What follows belongs to an exercise in optimizing a design on an open flow for small area; a production flow would make more cautious choices. In this exercise RTL edits were held to simulation tests only and were not proved equivalent to the original. No activity file was given, so power comes from the tool's default toggle rates.

==> run a: inputs <==
==> flow/design.v <==
module mips_regfile_mp #(
   parameter int NUM_REGS     = 32,
   parameter int DATA_WIDTH   = 32,
   parameter int NUM_RD_PORTS = 2,
   parameter int ZERO_REG_EN  = 1,
   parameter int BYPASS_EN    = 1,
   parameter logic [DATA_WIDTH-1:0] RESET_VALUE = '0,
   localparam int AW = $clog2(NUM_REGS)
) (
   input  logic                               clk,
   input  logic                               rst,
   input  logic [NUM_RD_PORTS*AW-1:0]         rd_addr,
   output logic [NUM_RD_PORTS*DATA_WIDTH-1:0] rd_data,
   output logic [NUM_RD_PORTS-1:0]            rd_busy,
   input  logic                               wr_en,
   input  logic [AW-1:0]                      wr_addr,
   input  logic [DATA_WIDTH-1:0]              wr_data,
   input  logic                               busy_set,
   input  logic [AW-1:0]                      busy_addr,
   output logic [NUM_REGS-1:0]                busy
);
   localparam int NR = 32;   
   localparam int DW = 32;   
   logic [DW-1:0] regs   [1:NR-1];
   logic [DW-1:0] regs_d [1:NR-1];
   logic [NR-1:1] bsy;
   logic [3:0]    wa, nwa, nba;   
   logic [7:0]    wb, nwbl, nbbl;
   logic          nrst;
   logic [NR-1:1] nwdec;  
   logic [NR-1:1] load;   
   logic [NR-1:1] hold;   
   logic [NR-1:1] bset;   
   always_comb begin
      nrst = !rst;
      for (int i = 0; i < 4; i++) begin
         wa[i]  = (wr_addr[1:0] == 2'(i));
         nwa[i] = !wa[i];
         nba[i] = !(busy_addr[1:0] == 2'(i));
      end
      for (int j = 0; j < 8; j++) begin
         wb[j]   = wr_en && (wr_addr[4:2] == 3'(j));
         nwbl[j] = !(wr_en && nrst && (wr_addr[4:2] == 3'(j)));
         nbbl[j] = !(busy_set && nrst && (busy_addr[4:2] == 3'(j)));
      end
   end
   genvar r, b, p, g;
   generate
      for (r = 1; r < NR; r++) begin : g_dec
         rf_nand2 u_nwdec (.y(nwdec[r]), .a(wa[r%4]),  .b(wb[r/4]));
         rf_and2  u_hold  (.y(hold[r]),  .a(nwdec[r]), .b(nrst));
         rf_nor2  u_load  (.y(load[r]),  .a(nwa[r%4]), .b(nwbl[r/4]));
         rf_nor2  u_bset  (.y(bset[r]),  .a(nba[r%4]), .b(nbbl[r/4]));
      end
   endgenerate
   generate
      for (r = 1; r < NR; r++) begin : g_reg
         for (b = 0; b < DW; b++) begin : g_bit
            rf_a22o u_d (.y(regs_d[r][b]), .a1(load[r]), .a2(wr_data[b]),
                                           .b1(hold[r]), .b2(regs[r][b]));
         end
      end
   endgenerate
   logic [NR-1:1] bsy_d;
   generate
      for (r = 1; r < NR; r++) begin : g_bsy
         rf_a21o u_bd (.y(bsy_d[r]), .a1(hold[r]), .a2(bsy[r]), .b1(bset[r]));
      end
   endgenerate
   always_ff @(posedge clk) begin
      for (int k = 1; k < NR; k++) begin
         regs[k] <= regs_d[k];
         bsy[k]  <= bsy_d[k];
      end
   end
   assign busy = {bsy, 1'b0};
   generate
      for (p = 0; p < NUM_RD_PORTS; p++) begin : g_rd_port
         logic [AW-1:0] ra;
         logic [NR-1:1] sel;
         logic          byp;
         assign ra = rd_addr[p*AW +: AW];
         logic [3:0] pa;
         logic [7:0] pb;
         always_comb begin
            for (int i = 0; i < 4; i++) pa[i] = (ra[1:0] == 2'(i));
            for (int j = 0; j < 8; j++) pb[j] = (ra[4:2] == 3'(j));
         end
         for (r = 1; r < NR; r++) begin : g_sel
            rf_and3 u_sel (.y(sel[r]), .a(pa[r%4]), .b(pb[r/4]), .c(nwdec[r]));
         end
         assign byp = wr_en && (wr_addr != '0) && (ra == wr_addr);
         for (b = 0; b < DW; b++) begin : g_bit
            logic [11:0] n;
            logic [2:0]  o;
            for (g = 0; g < 10; g++) begin : g_grp
               rf_a222oi u_aoi (.y(n[g]),
                                .a1(sel[3*g+1]), .a2(regs[3*g+1][b]),
                                .b1(sel[3*g+2]), .b2(regs[3*g+2][b]),
                                .c1(sel[3*g+3]), .c2(regs[3*g+3][b]));
            end
            rf_nand2 u_l31 (.y(n[10]), .a(sel[31]), .b(regs[31][b]));
            rf_nand2 u_lbp (.y(n[11]), .a(byp),     .b(wr_data[b]));
            rf_nand4 u_n0 (.y(o[0]), .a(n[0]), .b(n[1]), .c(n[2]),  .d(n[3]));
            rf_nand4 u_n1 (.y(o[1]), .a(n[4]), .b(n[5]), .c(n[6]),  .d(n[7]));
            rf_nand4 u_n2 (.y(o[2]), .a(n[8]), .b(n[9]), .c(n[10]), .d(n[11]));
            rf_or3   u_o  (.y(rd_data[p*DW + b]), .a(o[0]), .b(o[1]), .c(o[2]));
         end
         begin : g_busy
            logic [10:0] n;
            logic [2:0]  o;
            for (g = 0; g < 10; g++) begin : g_grp
               rf_a222oi u_aoi (.y(n[g]),
                                .a1(sel[3*g+1]), .a2(bsy[3*g+1]),
                                .b1(sel[3*g+2]), .b2(bsy[3*g+2]),
                                .c1(sel[3*g+3]), .c2(bsy[3*g+3]));
            end
            rf_nand2 u_l31 (.y(n[10]), .a(sel[31]), .b(bsy[31]));
            rf_nand4 u_n0 (.y(o[0]), .a(n[0]), .b(n[1]), .c(n[2]), .d(n[3]));
            rf_nand4 u_n1 (.y(o[1]), .a(n[4]), .b(n[5]), .c(n[6]), .d(n[7]));
            rf_nand3 u_n2 (.y(o[2]), .a(n[8]), .b(n[9]), .c(n[10]));
            rf_or3   u_o  (.y(rd_busy[p]), .a(o[0]), .b(o[1]), .c(o[2]));
         end
      end
   endgenerate
endmodule
module rf_nand2 (output logic y, input logic a, b);
   assign y = !(a && b);
endmodule
module rf_nand3 (output logic y, input logic a, b, c);
   assign y = !(a && b && c);
endmodule
module rf_nand4 (output logic y, input logic a, b, c, d);
   assign y = !(a && b && c && d);
endmodule
module rf_nor2 (output logic y, input logic a, b);
   assign y = !(a || b);
endmodule
module rf_and2 (output logic y, input logic a, b);
   assign y = a && b;
endmodule
module rf_and3 (output logic y, input logic a, b, c);
   assign y = a && b && c;
endmodule
module rf_a21o (output logic y, input logic a1, a2, b1);
   assign y = (a1 && a2) || b1;
endmodule
module rf_or3 (output logic y, input logic a, b, c);
   assign y = a || b || c;
endmodule
module rf_a22o (output logic y, input logic a1, a2, b1, b2);
   assign y = (a1 && a2) || (b1 && b2);
endmodule
module rf_a222oi (output logic y, input logic a1, a2, b1, b2, c1, c2);
   assign y = !((a1 && a2) || (b1 && b2) || (c1 && c2));
endmodule
==> flow/flow/run.sh <==
#!/bin/bash
# Own layout flow: the standard flow (standard.sh, unchanged synthesis) with
# the smallest buffer on the ports and clock tree synthesis without dummy loads
# and with larger sink clusters.
set -euo pipefail
cd "$(dirname "$0")/.."
bash standard.sh \
  "CTS_ARGS=-sink_clustering_enable -repair_clock_nets -dont_use_dummy_load -sink_clustering_size 24 -sink_clustering_max_diameter 120" \
  "BUFFER_PORTS_ARGS=-buffer_cell sky130_fd_sc_hd__buf_1" \
  finish > flow_make.log 2>&1
==> flow/standard.sh <==
#!/bin/bash
# synth_recipe.tcl (not shown) runs the flow's synth.tcl, then flattens the netlist and writes it again
# the make line also repeats each setting of config.mk as NAME=value (left out here)
make -C /OpenROAD-flow-scripts/flow DESIGN_CONFIG=/design/flow/config.mk WORK_HOME=/design/flow/orfs CLKGATE_MAP_FILE= SYNTH_SCRIPT=/design/flow/synth_recipe.tcl "${@:-finish}"
==> flow/config.mk <==
export PLATFORM = sky130hd
export DESIGN_NAME = mips_regfile_mp
export DESIGN_NICKNAME = mips_regfile_mp
export VERILOG_FILES = /design/flow/design.v
export SDC_FILE = /design/flow/constraint.sdc
export NUM_CORES = 4
export LEC_CHECK = 0
export CAP_MARGIN = 20
export CORE_MARGIN = 2
export CORE_UTILIZATION = 40
export PLACE_DENSITY = 0.6
export SETUP_SLACK_MARGIN = 0.4
export SLEW_MARGIN = 20
export SYNTH_HIERARCHICAL = 1
==> flow/constraint.sdc <==
create_clock -name core_clock -period 8.0 [get_ports {clk}]
set_input_delay 1.6000 -clock core_clock [delete_from_list [all_inputs] [get_ports {clk}]]
set_output_delay 1.6000 -clock core_clock [all_outputs]
set_load 0.01 [all_outputs]
==> inputs of run b, as changes to run a <==
==> flow/flow/run.sh (replaced) <==
#!/bin/bash
# Own layout flow: the standard flow (standard.sh, unchanged synthesis) with
# the smallest buffer on the ports and clock tree synthesis without dummy loads.
set -euo pipefail
cd "$(dirname "$0")/.."
bash standard.sh \
  "CTS_ARGS=-sink_clustering_enable -repair_clock_nets -dont_use_dummy_load" \
  "BUFFER_PORTS_ARGS=-buffer_cell sky130_fd_sc_hd__buf_1" \
  finish > flow_make.log 2>&1
==> comparison table <==
Switching component of the power: run b 2460 µW; run a 2200 µW
Fillers: run b 9028; run a 9179
Run status: run b no timing/DRC/antenna violations; run a no timing/DRC/antenna violations
Count of placed standard cells in the final layout, fillers left out: run b 5008; run a 4948
Ratio of total power to cell area: run b 219 nW/µm²; run a 192 nW/µm²
Share of power burned in the clock network: run b 42.6%; run a 32.6%
Layout cells sized above 1: run b 9.07%; run a 7.68%
Number of DRC violations after detailed-routing iteration 0: run b 9839; run a 10200
Count of buffers not belonging to the clock network in the layout: run b 232; run a 233
Shortest clock period the worst path allows after layout: run b 7.04 ns; run a 7.05 ns
Power drawn by the sequential cells: run b 5170 µW; run a 5160 µW
Internal power consumption: run b 7510 µW; run a 6290 µW
Clock-cell share of area: run b 5.77%; run a 2.72%
Vias: run b 40200; run a 39900
Number of antenna violations at the first check in global routing: run b 8; run a 4
Util after Layout: run b 46.3%; run a 44.9%
Layout non-clock buf frac: run b 2.84%; run a 2.97%
Wire length per cell after detailed routing: run b 39.0 µm; run a 39.3 µm
Highest clock rate: run b 142 MHz; run a 142 MHz
Area added between synthesis and finish: run b 14.8%; run a 11.2%

==> port drivers added, routing unchanged <==
In the flow no input, the clock included, has a driving cell. The finished layouts below were timed again as built, in two steps.
Step 1, drivers: a clkbuf_16 drives clk and a buf_2 each remaining input, both assumed.
Step 2 also shifts input and output timing later by t, the mid clock arrival at the registers, as if the neighbouring blocks saw the same clock.
Slacks: ideal / step 1 / step 2; pairs: ideal / step 1.
run	t, ns	setup slack, ns	worst register clock-pin slew, ns
run a	0.734	0.949 / 0.927 / 0.927	0.11 / 0.11
run b	0.735	0.964 / 0.941 / 0.941	0.07 / 0.07
After both steps setup and hold are still met in every run listed. For run b, which loses most, drivers alone change the setup slack by -0.023 ns; drivers and shift together by -0.023 ns.
